This is an optimization exercise on Yosys and OpenROAD, whose aim is small area, not a production implementation. In this exercise RTL edits were held to simulation tests only and were not proved equivalent to the original.

File: run.sh
#!/bin/bash
# synth_recipe.tcl (not shown) runs the flow's synth.tcl, then flattens the netlist and writes it again
# the make line also repeats each setting of config.mk as NAME=value (left out here)
make -C /OpenROAD-flow-scripts/flow DESIGN_CONFIG=/design/flow/config.mk WORK_HOME=/design/flow/orfs CLKGATE_MAP_FILE= SYNTH_SCRIPT=/design/flow/synth_recipe.tcl finish
File: config.mk
export PLATFORM = sky130hd
export DESIGN_NAME = calc_chip
export DESIGN_NICKNAME = calc_chip
export VERILOG_FILES = /design/flow/design.v
export SDC_FILE = /design/flow/constraint.sdc
export NUM_CORES = 4
export LEC_CHECK = 0
export CAP_MARGIN = 20
export CORE_MARGIN = 2
export CORE_UTILIZATION = 40
export SLEW_MARGIN = 20
File: constraint.sdc
create_clock -name core_clock -period 45.0 [get_ports {clk}]
set_input_delay 9.0000 -clock core_clock [delete_from_list [all_inputs] [get_ports {clk}]]
set_output_delay 9.0000 -clock core_clock [all_outputs]
set_load 0.01 [all_outputs]
File: design.v
package calc_pkg;
  typedef logic [3:0] key_code_t;
  typedef enum logic [1:0] {
    op_add,
    op_sub,
    op_mul,
    op_div
  } op_t;
  typedef struct packed {
    logic      valid;
    key_code_t code;
  } key_event_t;
  typedef enum logic [2:0] {
    st_idle,
    st_a_one,
    st_a_two,
    st_op_set,
    st_b_one,
    st_b_two,
    st_result
  } calc_state_t;
  typedef enum logic [2:0] {
    act_none,
    act_clear,
    act_load_a,
    act_append_a,
    act_set_op,
    act_load_b,
    act_append_b,
    act_commit
  } calc_action_t;
  typedef logic [8-1:0] operand_t;
  typedef logic [16-1:0]  result_t;
endpackage
package display_pkg;
  typedef logic [3:0] bcd_digit_t;
  typedef struct packed {
    bcd_digit_t thousands;
    bcd_digit_t hundreds;
    bcd_digit_t tens;
    bcd_digit_t ones;
  } display_word_t;
endpackage
`timescale 1ns/1ps
module key_debounce #(
  parameter int stable_cycles = 100000
) (
  input  logic clk,
  input  logic rst_n,
  input  logic button,
  output logic press
);
  localparam int timer_w = $clog2(stable_cycles);
  localparam logic [timer_w-1:0] timer_last = timer_w'(stable_cycles - 1);
  logic [timer_w-1:0] timer;
  logic               level;
  logic               level_q;
  always_ff @(posedge clk or negedge rst_n) begin
    if (!rst_n) begin
      timer <= '0;
      level <= 1'b0;
    end else if (button != level) begin
      if (timer == timer_last) begin
        level <= button;
        timer <= '0;
      end else begin
        timer <= timer + 1'b1;
      end
    end else begin
      timer <= '0;
    end
  end
  always_ff @(posedge clk or negedge rst_n) begin
    if (!rst_n) begin
      level_q <= 1'b0;
      press   <= 1'b0;
    end else begin
      level_q <= level;
      press   <= level & ~level_q;
    end
  end
endmodule
`timescale 1ns/1ps
module calc_fsm (
  input  logic         clk,
  input  logic         rst_n,
  input  calc_pkg::key_event_t   key,
  input  logic         equals,
  input  logic         save,
  output calc_pkg::calc_action_t action,
  output calc_pkg::op_t          op,
  output calc_pkg::key_code_t    digit,
  output logic         store_write
);
  calc_pkg::calc_state_t  state;
  calc_pkg::calc_state_t  state_next;
  calc_pkg::calc_action_t action_next;
  logic         is_digit;
  logic         is_oper;
  calc_pkg::key_code_t    op_offset;
  assign is_digit  = key.valid && (key.code <= 4'd9);
  assign is_oper   = key.valid && (key.code >= 4'ha) && (key.code <= 4'hd);
  assign op_offset = key.code - 4'ha;
  always_comb begin
    state_next  = state;
    action_next = calc_pkg::act_none;
    if (equals) begin
      case (state)
        calc_pkg::st_a_one: state_next = calc_pkg::st_result;
        calc_pkg::st_a_two, calc_pkg::st_b_one, calc_pkg::st_b_two: begin
          state_next  = calc_pkg::st_result;
          action_next = calc_pkg::act_commit;
        end
        calc_pkg::st_op_set: begin
          state_next  = calc_pkg::st_idle;
          action_next = calc_pkg::act_clear;
        end
        default: ;
      endcase
    end else if (is_oper) begin
      if (state == calc_pkg::st_a_one || state == calc_pkg::st_a_two || state == calc_pkg::st_result) begin
        state_next  = calc_pkg::st_op_set;
        action_next = calc_pkg::act_set_op;
      end
    end else if (is_digit) begin
      case (state)
        calc_pkg::st_idle, calc_pkg::st_result: begin
          state_next  = calc_pkg::st_a_one;
          action_next = calc_pkg::act_load_a;
        end
        calc_pkg::st_a_one: begin
          state_next  = calc_pkg::st_a_two;
          action_next = calc_pkg::act_append_a;
        end
        calc_pkg::st_op_set: begin
          state_next  = calc_pkg::st_b_one;
          action_next = calc_pkg::act_load_b;
        end
        calc_pkg::st_b_one: begin
          state_next  = calc_pkg::st_b_two;
          action_next = calc_pkg::act_append_b;
        end
        default: ;
      endcase
    end
  end
  always_ff @(posedge clk or negedge rst_n) begin
    if (!rst_n) begin
      state       <= calc_pkg::st_idle;
      action      <= calc_pkg::act_none;
      store_write <= 1'b0;
    end else begin
      state       <= state_next;
      action      <= action_next;
      store_write <= save && (state == calc_pkg::st_result);
    end
  end
  always_ff @(posedge clk) begin
    if (is_digit) begin
      digit <= key.code;
    end
    if (is_oper) begin
      op <= calc_pkg::op_t'(op_offset[1:0]);
    end
  end
endmodule
`timescale 1ns/1ps
module calc_datapath (
  input  logic         clk,
  input  logic         rst_n,
  input  calc_pkg::calc_action_t action,
  input  calc_pkg::op_t          op,
  input  calc_pkg::key_code_t    digit,
  output calc_pkg::result_t      result,
  output calc_pkg::result_t      last_result
);
  calc_pkg::operand_t a;
  calc_pkg::operand_t b;
  calc_pkg::op_t      op_q;
  always_comb begin
    case (op_q)
      calc_pkg::op_add: result = calc_pkg::result_t'(a) + calc_pkg::result_t'(b);
      calc_pkg::op_sub: result = calc_pkg::result_t'(a) - calc_pkg::result_t'(b);
      calc_pkg::op_mul: result = calc_pkg::result_t'(a) * calc_pkg::result_t'(b);
      default: result = (b == '0) ? '0 : calc_pkg::result_t'(a / b);
    endcase
  end
  always_ff @(posedge clk or negedge rst_n) begin
    if (!rst_n) begin
      a           <= '0;
      b           <= '0;
      op_q        <= calc_pkg::op_add;
      last_result <= '0;
    end else begin
      case (action)
        calc_pkg::act_clear: begin
          a    <= '0;
          b    <= '0;
          op_q <= calc_pkg::op_add;
        end
        calc_pkg::act_load_a: begin
          a    <= calc_pkg::operand_t'(digit);
          b    <= '0;
          op_q <= calc_pkg::op_add;
        end
        calc_pkg::act_append_a: a <= calc_pkg::operand_t'(a * 10 + digit);
        calc_pkg::act_set_op:   op_q <= op;
        calc_pkg::act_load_b:   b <= calc_pkg::operand_t'(digit);
        calc_pkg::act_append_b: b <= calc_pkg::operand_t'(b * 10 + digit);
        calc_pkg::act_commit: begin
          last_result <= result;
          a <= calc_pkg::operand_t'(result % 100);
        end
        default: ;
      endcase
    end
  end
endmodule
`timescale 1ns/1ps
module display_formatter (
  input  logic          clk,
  input  logic          rst_n,
  input  calc_pkg::calc_action_t  action,
  input  calc_pkg::op_t           op,
  input  calc_pkg::key_code_t     digit,
  input  calc_pkg::result_t       result,
  input  calc_pkg::result_t       stored,
  output display_pkg::display_word_t out1,
  output display_pkg::display_word_t out2
);
  calc_pkg::key_code_t op_code;
  calc_pkg::key_code_t shift_nibble;
  function automatic display_pkg::display_word_t to_bcd(input calc_pkg::result_t value);
    display_pkg::display_word_t word;
    word.thousands = display_pkg::bcd_digit_t'((value / 1000) % 10);
    word.hundreds  = display_pkg::bcd_digit_t'((value / 100) % 10);
    word.tens      = display_pkg::bcd_digit_t'((value / 10) % 10);
    word.ones      = display_pkg::bcd_digit_t'(value % 10);
    to_bcd = word;
  endfunction
  assign op_code      = 4'ha + {2'b00, op};
  assign shift_nibble = (action == calc_pkg::act_set_op) ? op_code : digit;
  always_ff @(posedge clk or negedge rst_n) begin
    if (!rst_n) begin
      out1 <= '0;
    end else begin
      case (action)
        calc_pkg::act_clear:  out1 <= '0;
        calc_pkg::act_load_a: out1 <= display_pkg::display_word_t'({12'h000, digit});
        calc_pkg::act_append_a, calc_pkg::act_set_op, calc_pkg::act_load_b, calc_pkg::act_append_b: begin
          out1 <= {out1.hundreds, out1.tens, out1.ones, shift_nibble};
        end
        calc_pkg::act_commit: out1 <= to_bcd(result);
        default: ;
      endcase
    end
  end
  assign out2 = to_bcd(stored);
endmodule
`timescale 1ns/1ps
module result_store (
  input  logic    clk,
  input  logic    rst_n,
  input  logic    write,
  input  calc_pkg::result_t data,
  input  logic    page_up,
  input  logic    page_down,
  output calc_pkg::result_t read
);
  localparam int depth = 4;
  localparam int ptr_w = $clog2(depth);
  localparam logic [ptr_w-1:0] ptr_last = ptr_w'(depth - 1);
  calc_pkg::result_t          mem [depth];
  logic [depth-1:0] filled;
  logic [ptr_w-1:0] wr_ptr;
  logic [ptr_w-1:0] page;
  always_ff @(posedge clk) begin
    if (write) begin
      mem[wr_ptr] <= data;
    end
  end
  always_ff @(posedge clk or negedge rst_n) begin
    if (!rst_n) begin
      wr_ptr <= '0;
      filled <= '0;
    end else if (write) begin
      filled[wr_ptr] <= 1'b1;
      wr_ptr         <= (wr_ptr == ptr_last) ? '0 : wr_ptr + 1'b1;
    end
  end
  always_ff @(posedge clk or negedge rst_n) begin
    if (!rst_n) begin
      page <= '0;
    end else if (page_up && !page_down) begin
      page <= (page == '0) ? ptr_last : page - 1'b1;
    end else if (page_down && !page_up) begin
      page <= (page == ptr_last) ? '0 : page + 1'b1;
    end
  end
  assign read = filled[page] ? mem[page] : '0;
endmodule
`timescale 1ns/1ps
module calc_top #(
  parameter int debounce_cycles = 100000
) (
  input  logic          clk,
  input  logic          rst_n,
  input  calc_pkg::key_event_t    key,
  input  logic          equals,
  input  logic          save,
  input  logic          page_up,
  input  logic          page_down,
  output display_pkg::display_word_t out1,
  output display_pkg::display_word_t out2
);
  logic         save_press;
  logic         page_up_press;
  logic         page_down_press;
  calc_pkg::calc_action_t action;
  calc_pkg::op_t          op;
  calc_pkg::key_code_t    digit;
  logic         store_write;
  calc_pkg::result_t      result;
  calc_pkg::result_t      last_result;
  calc_pkg::result_t      stored;
  key_debounce #(.stable_cycles(debounce_cycles)) save_db0 (
    .clk    (clk),
    .rst_n  (rst_n),
    .button (save),
    .press  (save_press)
  );
  key_debounce #(.stable_cycles(debounce_cycles)) page_up_db0 (
    .clk    (clk),
    .rst_n  (rst_n),
    .button (page_up),
    .press  (page_up_press)
  );
  key_debounce #(.stable_cycles(debounce_cycles)) page_down_db0 (
    .clk    (clk),
    .rst_n  (rst_n),
    .button (page_down),
    .press  (page_down_press)
  );
  calc_fsm fsm0 (
    .clk         (clk),
    .rst_n       (rst_n),
    .key         (key),
    .equals      (equals),
    .save        (save_press),
    .action      (action),
    .op          (op),
    .digit       (digit),
    .store_write (store_write)
  );
  calc_datapath datapath0 (
    .clk         (clk),
    .rst_n       (rst_n),
    .action      (action),
    .op          (op),
    .digit       (digit),
    .result      (result),
    .last_result (last_result)
  );
  display_formatter formatter0 (
    .clk    (clk),
    .rst_n  (rst_n),
    .action (action),
    .op     (op),
    .digit  (digit),
    .result (result),
    .stored (stored),
    .out1   (out1),
    .out2   (out2)
  );
  result_store store0 (
    .clk       (clk),
    .rst_n     (rst_n),
    .write     (store_write),
    .data      (last_result),
    .page_up   (page_up_press),
    .page_down (page_down_press),
    .read      (stored)
  );
endmodule
`timescale 1ns/1ps
module calc_chip (
  input  logic        clk,
  input  logic        rst_n,
  input  logic        key_valid,
  input  logic [3:0]  key_code,
  input  logic        equals,
  input  logic        save,
  input  logic        page_up,
  input  logic        page_down,
  output logic [15:0] out1,
  output logic [15:0] out2
);
  calc_top top0 (
    .clk       (clk),
    .rst_n     (rst_n),
    .key       ({key_valid, key_code}),
    .equals    (equals),
    .save      (save),
    .page_up   (page_up),
    .page_down (page_down),
    .out1      (out1),
    .out2      (out2)
  );
endmodule
==> impl_metrics.env <==
export IMPL_place_congestion=0.9460
export IMPL_cts_setup_buffers=0
export IMPL_viasPerCell=6.416
export IMPL_dr_pass1_iters=7
export IMPL_syn2layout_area_growth_pct=5.706
export IMPL_synth_area_top_cells="dfrtp_1 (8.4%), ha_1 (7.3%), edfxtp_1 (5.7%)"
export IMPL_placedCellCount=6204
export IMPL_grtUsageTotal_pct=24.67
export IMPL_layout_common_cells="nor2_1 (510), nand2_1 (505), o21ai_0 (329)"
export IMPL_setup_tns_ns=0
export IMPL_yosys_area_top_type_share_pct=8.411
export IMPL_antenna_found_initial=3
export IMPL_rsz0062_at_grt="no"
export IMPL_clkLatencyLatePin_ns=0.49
export IMPL_slew_viol_final=0
export IMPL_wl_per_cell_um=19.45
export IMPL_path_delay_family="compound AO/OA/AOI/OAI gates"
export IMPL_worstHoldEndpoint="top0.page_down_db0.press"
export IMPL_rrSetupSlack_ns=6.81
export IMPL_grt_pass1_vias=36340
export IMPL_ys_seq_area_share_pct=14.06
export IMPL_htreeDepth=4
export IMPL_setup_violations=0
export IMPL_synth_area_um2=37190
export IMPL_cts_hold_buf=0
export IMPL_fmax_mhz=26.19
export IMPL_yosys_area_top_type="dfrtp_1"
export IMPL_vias=40010
export IMPL_numCtsBuffers=17
export IMPL_drcViolationCount=0
export IMPL_hpwlAfterDp_um=91850
export IMPL_hold_slack_ns=0.3968
export IMPL_cp_required_ns=45.36
export IMPL_drive_gt1_share_pct=6.870
export IMPL_slowest_delay_ns=0.84
export IMPL_hp_start="top0.page_down_db0.level_q"
export IMPL_fp_dieW_um=308.9
export IMPL_ys_warn_count=5
export IMPL_start_kind="flip-flop"
export IMPL_worstMarginPinSlew_ns=1.105
export IMPL_antenna_cells=0
export IMPL_path_clk_slew_ns=0.09
export IMPL_skew_ns=0.02040
export IMPL_cp_data_arrival_time_ns=38.55
export IMPL_crit_type="reg2reg"
export IMPL_slew_headroom_pct=26.32
export IMPL_synth_edf_count=70
export IMPL_ant_nets=0
export IMPL_rr_startpoint="top0.datapath0.b[0]"
export IMPL_critPathMostFrequentCell="o21a_1"
export IMPL_finalCriticalPeriod_ns=38.19
export IMPL_finalInstanceArea_um2=39310
export IMPL_synthCells=5105
export IMPL_fp_dieH_um=308.9
export IMPL_r2r_end="top0.formatter0.out1[2]"
export IMPL_grt_max_degree=67
export IMPL_reg2regPathDepth=149
export IMPL_cp_slowest_cell="a21oi_1"
export IMPL_finalCritPeriodShare_pct=84.86
export IMPL_layout_commonest_cell="nor2_1"
export IMPL_min_path_cells=1
export IMPL_status="complete, no violations"
export IMPL_hp_class="reg2reg"
export IMPL_hold_viol=0
export IMPL_async_flop_share_pct=64.10
export IMPL_instances_no_fill=6236
export IMPL_synth_seq_cells=195
export IMPL_fp_dieArea_um2=95430
export IMPL_cts_tree="done"
export IMPL_synth_distinct_cells=140
export IMPL_row_count=111
export IMPL_maxCapViolCount=0
export IMPL_cp_max_fo=17
export IMPL_cts_root_buf="clkbuf_16"
export IMPL_ios=43
export IMPL_cts_sink_count=195
export IMPL_wl_um=121300
export IMPL_end_kind="flip-flop"
export IMPL_cts_repair_resized=0
export IMPL_portBuffers=42
export IMPL_drt_iter0_markers=3799
export IMPL_clockBufferDepth=2
export IMPL_grt_pass1_wl_um=194700
export IMPL_finalNetCount=5249
export IMPL_path_buf_inv=5
export IMPL_avgSynthCellArea_um2=7.285
export IMPL_place_area_um2=38700
export IMPL_initial_core_util_pct=40.45
export IMPL_synth_main_ff_cell="dfrtp_1"
export IMPL_grt_overflow_total=0
export IMPL_core_area_um2=91940
[worst register-to-register path, delay by kind of cell (launching register included)]
kind / cells / cell delay [ns]
multiplexers: 2 / 0.66
buffers and inverters: 5 / 0.96
adder cells (fa/ha/maj): 15 / 4.85
flip-flops: 1 / 0.75
AND/OR/NAND/NOR: 43 / 9.89
XOR/XNOR: 1 / 0.25
AO/OA/AOI/OAI: 83 / 20.67
[per-stage QoR]
stage / utilization [%] / worst slack (ns)
after floorplan: - / 12.67
after CTS: 42.75 / 7.261
final: 42.76 / 6.815
after detailed placement: 42.09 / 7.412
after global routing: 42.76 / 3.555
after global placement: 42.09 / 8.559
[how the worst max path moves through the flow]
stage / from / to / slack [ns] / cells after the start
floorplan: top0.datapath0.b[0] / top0.formatter0.out1[2] / 12.67 / 161
global placement: top0.datapath0.b[0] / top0.formatter0.out1[2] / 8.56 / 151
detailed placement: top0.datapath0.b[0] / top0.formatter0.out1[2] / 7.41 / 150
CTS: top0.datapath0.b[0] / top0.formatter0.out1[2] / 7.26 / 150
global route: top0.datapath0.b[0] / top0.formatter0.out1[2] / 3.56 / 151
finish: top0.datapath0.b[0] / top0.formatter0.out1[2] / 6.81 / 149
[kinds of logic after synthesis]
family / share of synthesized area, %
compound gates: 33.76
xor+xnor: 6.618
fa+ha+maj: 10.44
buf+inv: 4.653
flops: 14.06
mux: 3.997
other cells: 0.01008
simple gates: 26.46
[layout make-up]
cell class	instances	area [µm²]
Clock inverter	15	182.7
Tap cell	1243	1555
Sequential cell	195	5230
Fill cell	9570	52630
Clock buffer	17	425.4
Inverter	175	658.1
Multi-Input combinational cell	4479	30310
Timing Repair Buffer	112	947.2
[layer usage]
metal	GRT usage (%)	share of wire, %	up-vias	wire, µm
met3	3.015	6.9	178	8400
met1	35.50	47	19180	56570
li1	-	-	19220	-
met5	0	0.023	-	28
met2	38.32	44	1432	52900
met4	7.609	2.8	4	3388
[cells in the mapped netlist (all sizes together) (84+ instances only)]
library cell / instances
o211ai: 95
inv: 172
nand2: 506
xnor2: 202
nor2: 521
o21ai: 366
o21a: 103
a31oi: 84
nor3: 209
nand3: 194
and2: 92
clkbuf: 196
dfrtp: 125
a21oi: 326
a211oi: 91
ha: 216
[state kept, by name, indices dropped and copies added (netlist names), 2 cells and up]
register	flops
top0.datapath0.last_result	16
top0.datapath0.a	8
top0.page_down_db0.timer	17
top0.formatter0.out1	16
top0.store0.page	2
top0.fsm0.digit	4
top0.store0.filled	4
top0.save_db0.timer	17
top0.datapath0.op_q	2
top0.datapath0.b	8
top0.store0.mem	64
top0.page_up_db0.timer	17
top0.fsm0.action	3
top0.store0.wr_ptr	2
top0.fsm0.op	2
top0.fsm0.state	3

port drivers added, routing unchanged:
Ports are ideal in the flow. The routed layout listed here was re-timed in OpenROAD.
Step 1, drivers: a clkbuf_16 drives clk and a buf_2 each remaining input, both assumed.
Step 2 also shifts input and output timing later by t, the mid clock arrival at the registers, as if the neighbouring blocks saw the same clock.
Three values: no drivers, after step 1, after step 2; two values: the first two.
t (ns): 0.542
slack for setup (ns): 6.815 / 6.815 / 6.815
worst register clock-pin slew, ns: 0.09 / 0.09
After both steps setup and hold are still met in this run. For this run, drivers alone change the setup slack by 0.000 ns; drivers and shift together by 0.000 ns.
